What follows belongs to an exercise in optimizing a design on an open flow for small area and a short achievable clock period; a production flow would make more cautious choices.
In this exercise RTL edits were held to simulation tests only and were not proved equivalent to the original.

## flow/design.v

```verilog
package x86_decode_pkg;
    typedef enum logic [2:0] {
        GRP_NONE     = 3'd0,
        GRP_LOCK     = 3'd1,
        GRP_REP      = 3'd2,         
        GRP_SEG      = 3'd3,
        GRP_OPSIZE   = 3'd4,
        GRP_ADDRSIZE = 3'd5
    } prefix_group_e;
    typedef enum logic [1:0] {
        MN_ADD     = 2'd0,
        MN_AND     = 2'd1,
        MN_CALL    = 2'd2,
        MN_UNKNOWN = 2'd3
    } mnemonic_e;
    typedef enum logic [1:0] {
        SIZE8  = 2'b00,
        SIZE16 = 2'b01,
        SIZE32 = 2'b10
    } data_size_e;
    typedef logic [$clog2(16 + 1)-1:0] q_count_t;
    typedef struct packed {
        logic [31:0]                    addr;        
        q_count_t                       count;       
        logic [12-1:0][7:0]  bytes;       
    } byte_window_t;
    typedef struct packed {
        logic [31:0]    addr;
        logic [3:0]     length;          
        mnemonic_e      mnemonic;
        data_size_e     size;
        logic           direction;       
        logic           immediate;       
        logic [7:0]     modrm;           
        logic           opsize;          
        logic [2:0]     prefix_count;
    } instr_info_t;
endpackage
module byte_classifier (
    input  logic [7:0]                      i_byte,
    output x86_decode_pkg::prefix_group_e   o_group
);
    always_comb begin
        case (i_byte)
            8'hF0: begin
                o_group = x86_decode_pkg::GRP_LOCK;
            end
            8'hF2,
            8'hF3: begin
                o_group = x86_decode_pkg::GRP_REP;
            end
            8'h2E,
            8'h36,
            8'h3E,
            8'h26,
            8'h64,
            8'h65: begin
                o_group = x86_decode_pkg::GRP_SEG;                   
            end
            8'h66: begin
                o_group = x86_decode_pkg::GRP_OPSIZE;
            end
            8'h67: begin
                o_group = x86_decode_pkg::GRP_ADDRSIZE;              
            end
            default: begin
                o_group = x86_decode_pkg::GRP_NONE;                  
            end
        endcase
    end
endmodule
module fetch_queue (
    input  logic                            i_clk,
    input  logic                            i_reset,
    input  logic                            i_word_valid,
    input  logic [32-1:0]           i_word,
    input  logic                            i_consume,
    input  logic [3:0]                      i_consume_len,
    output x86_decode_pkg::byte_window_t    o_window,
    output logic                            o_overflow
);
    localparam int WORD_BYTES = 32 / 8;
    logic                           have_start;      
    logic [31:0]                    head_addr;
    x86_decode_pkg::q_count_t                       fill;
    logic [16-1:0][7:0]   queue;
    x86_decode_pkg::q_count_t                       fill_kept;
    logic [16-1:0][7:0]   queue_kept;
    logic [16-1:0][7:0]   queue_next;
    logic                           append;
    logic                           no_room;
    always_comb begin
        fill_kept  = fill;
        queue_kept = queue;
        if (i_consume) begin
            fill_kept  = fill - x86_decode_pkg::q_count_t'(i_consume_len);
            queue_kept = queue >> {i_consume_len, 3'b000};    
        end
    end
    assign append  = i_word_valid && have_start;
    assign no_room = (fill_kept + x86_decode_pkg::q_count_t'(WORD_BYTES)) > x86_decode_pkg::q_count_t'(16);
    always_comb begin
        queue_next = queue_kept;
        if (append && !no_room) begin
            for (int i = 0; i < WORD_BYTES; i++) begin
                queue_next[fill_kept + i] = i_word[8*i +: 8];    
            end
        end
    end
    always_ff @(posedge i_clk) begin
        if (i_reset) begin
            have_start <= 1'b0;
            fill       <= '0;
            o_overflow <= 1'b0;
        end else begin
            if (i_word_valid && !have_start) begin
                have_start <= 1'b1;
            end
            if (append && no_room) begin
                o_overflow <= 1'b1;                  
                fill       <= fill_kept;
            end else if (append) begin
                fill <= fill_kept + x86_decode_pkg::q_count_t'(WORD_BYTES);
            end else begin
                fill <= fill_kept;
            end
        end
    end
    always_ff @(posedge i_clk) begin
        if (i_word_valid && !have_start) begin
            head_addr <= i_word;                     
        end else if (i_consume) begin
            head_addr <= head_addr + 32'(i_consume_len);
        end
        queue <= queue_next;
    end
    assign o_window.addr  = head_addr;
    assign o_window.count = fill;
    assign o_window.bytes = queue[12-1:0];
endmodule
module instr_assembler (
    input  logic                                                i_clk,
    input  logic                                                i_reset,
    input  x86_decode_pkg::byte_window_t                        i_window,
    input  x86_decode_pkg::prefix_group_e [6-1:0]    i_groups,
    output logic                                                o_consume,
    output logic [3:0]                                          o_consume_len,
    output logic                                                o_instr_valid,
    output x86_decode_pkg::instr_info_t                         o_instr
);
    localparam int IDX_BITS = $clog2(12);
    localparam int NUM_PFX  = 6 - 1;
    localparam logic [3*NUM_PFX-1:0] PFX_ORDER = {
        x86_decode_pkg::GRP_ADDRSIZE, x86_decode_pkg::GRP_OPSIZE, x86_decode_pkg::GRP_SEG,
        x86_decode_pkg::GRP_REP, x86_decode_pkg::GRP_LOCK
    };
    logic [2:0]             pfx_count;
    logic                   opsize;
    logic [7:0]             opcode;
    logic [IDX_BITS-1:0]    modrm_idx;
    logic [7:0]             modrm;
    x86_decode_pkg::mnemonic_e              mnemonic;
    x86_decode_pkg::data_size_e             size;
    logic                   has_modrm;
    logic [4:0]             need_len;                
    x86_decode_pkg::instr_info_t            record;
    function automatic logic [3:0] operand_bytes(
        input logic [7:0]   rm_byte,
        input x86_decode_pkg::data_size_e   op_size,
        input logic         dir,
        input logic         imm
    );
        logic [3:0] n;
        n = 4'd0;
        case (rm_byte[7:6])
            2'b00: begin
                if (rm_byte[2:0] == 3'b100) begin
                    n = 4'd5;                        
                end else if (rm_byte[2:0] == 3'b101) begin
                    n = 4'd4;
                end
            end
            2'b01: begin
                if (rm_byte[2:0] == 3'b100) begin
                    n = 4'd2;                        
                end else if (rm_byte[2:0] == 3'b101) begin
                    n = 4'd1;
                end
            end
            2'b10: begin
                n = 4'd4;
            end
            default: begin
                if (imm) begin
                    if (op_size == x86_decode_pkg::SIZE8 || dir) begin
                        n = 4'd1;
                    end else if (op_size == x86_decode_pkg::SIZE16) begin
                        n = 4'd2;
                    end else begin
                        n = 4'd4;
                    end
                end
            end
        endcase
        operand_bytes = n;
    endfunction
    always_comb begin
        pfx_count = 3'd0;
        opsize    = 1'b0;
        for (int k = 0; k < NUM_PFX; k++) begin
            if ((pfx_count < i_window.count) && (i_groups[pfx_count] == PFX_ORDER[3*k +: 3])) begin
                if (PFX_ORDER[3*k +: 3] == x86_decode_pkg::GRP_OPSIZE) begin
                    opsize = 1'b1;
                end
                pfx_count = pfx_count + 3'd1;
            end
        end
    end
    assign opcode    = i_window.bytes[pfx_count];
    assign modrm_idx = IDX_BITS'(pfx_count) + 1'b1;
    assign modrm     = i_window.bytes[modrm_idx];
    always_comb begin
        if ((opcode <= 8'h05) || (opcode == 8'h80) || (opcode == 8'h81) || (opcode == 8'h83)) begin
            mnemonic = x86_decode_pkg::MN_ADD;
        end else if ((opcode >= 8'h20) && (opcode <= 8'h25)) begin
            mnemonic = x86_decode_pkg::MN_AND;
        end else if ((opcode == 8'hE8) || (opcode == 8'hFF) || (opcode == 8'h9A)) begin
            mnemonic = x86_decode_pkg::MN_CALL;
        end else begin
            mnemonic = x86_decode_pkg::MN_UNKNOWN;                   
        end
    end
    assign has_modrm = (mnemonic != x86_decode_pkg::MN_UNKNOWN) && (opcode != 8'hE8);
    assign size      = !opcode[0] ? x86_decode_pkg::SIZE8 : (opsize ? x86_decode_pkg::SIZE16 : x86_decode_pkg::SIZE32);
    always_comb begin
        if (mnemonic == x86_decode_pkg::MN_UNKNOWN) begin
            need_len = 5'(pfx_count) + 5'd1;         
        end else if (!has_modrm) begin
            need_len = 5'(pfx_count) + 5'd5;         
        end else begin
            need_len = 5'(pfx_count) + 5'd2
                     + 5'(operand_bytes(modrm, size, opcode[1], opcode[7]));
        end
    end
    always_comb begin
        o_consume = 1'b0;
        if (pfx_count < i_window.count) begin
            if (!has_modrm || (5'(pfx_count) + 5'd1 < i_window.count)) begin
                if (need_len <= i_window.count) begin
                    o_consume = 1'b1;
                end
            end
        end
    end
    assign o_consume_len = need_len[3:0];
    always_comb begin
        record.addr         = i_window.addr;
        record.length       = need_len[3:0];
        record.mnemonic     = mnemonic;
        record.size         = size;
        record.direction    = opcode[1];
        record.immediate    = opcode[7];
        record.modrm        = has_modrm ? modrm : 8'h00;
        record.opsize       = opsize;
        record.prefix_count = pfx_count;
    end
    always_ff @(posedge i_clk) begin
        if (i_reset) begin
            o_instr_valid <= 1'b0;
        end else begin
            o_instr_valid <= o_consume;
        end
    end
    always_ff @(posedge i_clk) begin
        if (o_consume) begin
            o_instr <= record;
        end
    end
endmodule
module x86_len_decoder (
    input  logic                        i_clk,
    input  logic                        i_reset,
    input  logic                        i_word_valid,
    input  logic [32-1:0]       i_word,
    output logic                        o_instr_valid,
    output logic [53:0]                 o_instr,         
    output logic                        o_overflow
);
    x86_decode_pkg::byte_window_t                       window;
    x86_decode_pkg::prefix_group_e [6-1:0]   groups;
    logic                               consume;
    logic [3:0]                         consume_len;     
    x86_decode_pkg::instr_info_t                        instr;
    fetch_queue u_fetch_queue (
        .i_clk          (i_clk),
        .i_reset        (i_reset),
        .i_word_valid   (i_word_valid),
        .i_word         (i_word),
        .i_consume      (consume),
        .i_consume_len  (consume_len),
        .o_window       (window),
        .o_overflow     (o_overflow)
    );
    for (genvar g = 0; g < 6; g++) begin : g_class
        byte_classifier u_byte_classifier (
            .i_byte     (window.bytes[g]),
            .o_group    (groups[g])
        );
    end
    instr_assembler u_instr_assembler (
        .i_clk          (i_clk),
        .i_reset        (i_reset),
        .i_window       (window),
        .i_groups       (groups),
        .o_consume      (consume),
        .o_consume_len  (consume_len),
        .o_instr_valid  (o_instr_valid),
        .o_instr        (instr)
    );
    assign o_instr = instr;
endmodule
```

## flow/run.sh

```bash
#!/bin/bash
# synth_recipe.tcl (not shown) runs the flow's synth.tcl, then flattens the netlist and writes it again
# the make line also repeats each setting of config.mk as NAME=value (left out here)
make -C /OpenROAD-flow-scripts/flow DESIGN_CONFIG=/design/flow/config.mk WORK_HOME=/design/flow/orfs CLKGATE_MAP_FILE= SYNTH_SCRIPT=/design/flow/synth_recipe.tcl finish
```

## flow/config.mk

```make
export PLATFORM = sky130hd
export DESIGN_NAME = x86_len_decoder
export DESIGN_NICKNAME = x86_len_decoder
export VERILOG_FILES = /design/flow/design.v
export SDC_FILE = /design/flow/constraint.sdc
export NUM_CORES = 4
export LEC_CHECK = 0
export CAP_MARGIN = 30
export CORE_MARGIN = 2
export CORE_UTILIZATION = 40
export SETUP_SLACK_MARGIN = 0.3
export SLEW_MARGIN = 30
```

## flow/constraint.sdc

```tcl
create_clock -name core_clock -period 16.5 [get_ports {i_clk}]
set_input_delay 3.3000 -clock core_clock [delete_from_list [all_inputs] [get_ports {i_clk}]]
set_output_delay 3.3000 -clock core_clock [all_outputs]
set_load 0.01 [all_outputs]
```

==> impl_metrics.json <==
{
  "worstPathRequired_ps": 16980,
  "boundaryPins": 91,
  "synth_top_cell_area_share_pct": 10.39,
  "overflow": 0,
  "pre_cts_ws_ps": 968.5,
  "period_share_pct": 93.78,
  "fmax_ghz": 0.06462,
  "hp-class": "flop to flop",
  "crit_path_frequent_cell": "ha_1",
  "cpPeakStageDelay_ps": 580,
  "drv_cap": 0,
  "cp_data_arrival_time_ps": 15950,
  "avgViaCountPerCell": 7.725,
  "drt_iter0_drc": 6912,
  "rows": 93,
  "critical_path_class": "flop to flop",
  "tns_ps": 0,
  "grt_use_total_pct": 51.28,
  "grt_use_met1_pct": 63.11,
  "gp_congestion": 1.115,
  "ys_seq_elements": 222,
  "dp_hpwl_um": 130700,
  "cts_hold_buffers": 0,
  "cts-buffers-inserted": 34,
  "yosys.area.top_type": "dfxtp_1",
  "synthArstFlopShare_pct": 0,
  "start_kind": "flop",
  "firstDrtPassIters": 9,
  "grt_pass1_wl_um": 245700,
  "yosysWarnings": 3,
  "drc": 0,
  "vias": 34177,
  "clockRootBuffer": "clkbuf_16",
  "busiest_layer": "met2",
  "numPortBuffers": 90,
  "hold_viol_final": 0,
  "cp_slowest_cell": "a311oi_1",
  "ctsHtreeMaxLevel": 2,
  "final_layout_size_suffix_gt1_share_pct": 11.54,
  "cts.sinks": 222,
  "synthTopCellsByCount": "nand2_1 (390), a21oi_1 (244), nor2_1 (223)",
  "antenna_found_initial": 18,
  "synth_edf_count": 86,
  "post-route-worst-setup-slack_ps": 1026,
  "synth_area_leaders": "dfxtp_1 (10%), edfxtp_1 (9.9%), nand2_1 (5.6%), a21oi_1 (4.7%), a211oi_1 (4.2%)",
  "die_area_um2": 67600,
  "grt_pass1_vias": 30709,
  "totalWireLength_um": 179900,
  "tightest_slew_ps": 1132,
  "syn_avg_cell_area_um2": 7.333,
  "slew-limit-headroom_pct": 22.39,
  "post_synth_num_cell_types": 128,
  "ys_seq_area_share_pct": 20.24,
  "status": "no timing/DRC/antenna violations",
  "setup_viol": 0,
  "synth_most_common_cell": "nand2_1",
  "syn2layout_area_growth_pct": 12.95,
  "drv_slew": 0,
  "fin_skew_ps": 34.57,
  "core-area_um2": 64580,
  "critPathMaxFanout": 37,
  "clkTransAtPathRegs_ps": 60,
  "netlist_instances": 3575,
  "clk_path_buf_depth": 3,
  "gr-usage-met2_pct": 70.59,
  "clkLatencyLatePin_ps": 590,
  "global_route.usage.met3_pct": 21.55,
  "die_w_um": 260.0,
  "rsz0062_at_grt": "false",
  "yosys_most_used_dff": "dfxtp_1",
  "wire_per_inst_um": 40.66,
  "endpoint_kind": "flop",
  "syn-cell-area_um2": 26220,
  "layout.nets": 3627,
  "syn_nets": 3664,
  "grt_max_degree": 113,
  "finalCriticalPeriod_ps": 15470,
  "detail-route-antenna-nets": 0,
  "cts_tree": "built",
  "die_h_um": 260.0,
  "initial_utilization_pct": 40.59
}
cell type report:
cell class,count,area (um2)
Tap cell,855,1070
Inverter,102,390.4
Clock buffer,43,935.9
Sequential cell,222,5308
Multi-Input combinational cell,2925,19590
Fill cell,6732,34970
Clock inverter,16,166.4
Timing Repair Buffer,253,2132
Antenna cell,8,20.02
placed cells by master, fill, tap and decap left out, types with 35 or more instances in the layout:
master	synthesis	routed
a211oi_1	148	146
a21oi_1	244	242
a22o_1	47	47
a22oi_1	85	85
a311oi_1	84	81
a31oi_1	52	50
and2_1	52	50
and3_1	46	45
buf_4	11	160
clkbuf_16	0	35
clkdlybuf4s50_1	0	84
dfxtp_1	136	134
edfxtp_1	86	86
ha_1	51	48
inv_1	92	91
mux2i_1	71	69
nand2_1	390	384
nand2b_1	98	97
nand3_1	173	166
nand4_1	39	39
nor2_1	223	213
nor3_1	73	72
o211a_1	44	43
o211ai_1	94	94
o21ai_0	203	199
o22ai_1	91	86
layer usage:
| metal | up-vias | wire (um) | part of all wire [%] |
|---|---|---|---|
| li1 | 13894 | - | - |
| met1 | 16332 | 66460 | 37 |
| met2 | 3054 | 69950 | 39 |
| met3 | 885 | 26760 | 15 |
| met4 | 12 | 16570 | 9.2 |
| met5 | - | 146 | 0.081 |
sequential cells by signal (all words and copies together), names as in the netlist:
name                             cells
u_fetch_queue.o_overflow             1
u_fetch_queue.have_start             1
u_fetch_queue.fill                   5
u_fetch_queue.head_addr             32
u_instr_assembler.o_instr_valid      1
u_fetch_queue.queue                128
u_instr_assembler.o_instr           54
path summary, 6_finish.rpt:
check	slack, ps	start	cells after the start	endpoint
max	1030	u_fetch_queue.queue[15]	64	u_fetch_queue.queue[9]
min	460	u_fetch_queue.head_addr[0]	0	u_instr_assembler.o_instr[22]
max reg2reg	1030	u_fetch_queue.queue[15]	64	u_fetch_queue.queue[9]
min reg2reg	460	u_fetch_queue.head_addr[0]	0	u_instr_assembler.o_instr[22]
cells by family (layout without fill, tap and decap cells):
group	Yosys count	in the layout	share of synthesized area, %
xor+xnor	44	44	1.628
mux	105	105	4.171
compound gates	1515	1515	41.84
other cells	0	8	0
flops	222	222	20.24
fa+ha+maj	54	54	2.663
buf+inv	428	414	6.706
simple gates	1207	1207	22.76
metrics by stage:
step           hold WS [ps]  area, um2  util (%)  instances
5_1_grt               480.4      29590     45.82       4416
3_5_place_dp          445.3      28190     43.65       4346
3_3_place_gp          445.7      28150     43.59       4346
6_report              464.2      29610     45.85       4424
4_1_cts               458.6      29290     45.36       4405
2_1_floorplan         430.7      26230         -       3575
worst max-delay path: cells and delay by family (launching register included):
family	cells	cell delay, ps
simple gates	17	3610
compound gates	29	6350
mux	1	360
flops	1	500
fa+ha+maj	8	2620
buf+inv	7	1330
xor+xnor	2	580
repair_timing:
action                                  CTS  global route
endpoints found under the setup margin    0           128
resized for setup                         0            41
buffers inserted                          0            11

==> afterwards: timing with drivers on the ports <==
No port has a modelled driver above. Below, the same layout with a new extraction and two added sets of constraints. Step 1: set_driving_cell puts a clkbuf_16 on i_clk and a buf_2 on each other input, an assumption about the parent block. Step 2, shift: input delay + t, output delay - t, t = (earliest + latest rising clock arrival at the registers) / 2. This alone moves slack from input paths to output paths. Three values: ideal ports, drivers, drivers and shift; two values: the first two.
t (ns): 0.647
setup WS [ns]: 1.026 / 1.026 / 1.026
clock arrival spread, ns: 0.035 / 0.035
pins driven straight from the clock port: 1
After both steps this run still meets setup and hold. The setup slack of this run moves by 0.000 ns with the drivers and by 0.000 ns with both steps.
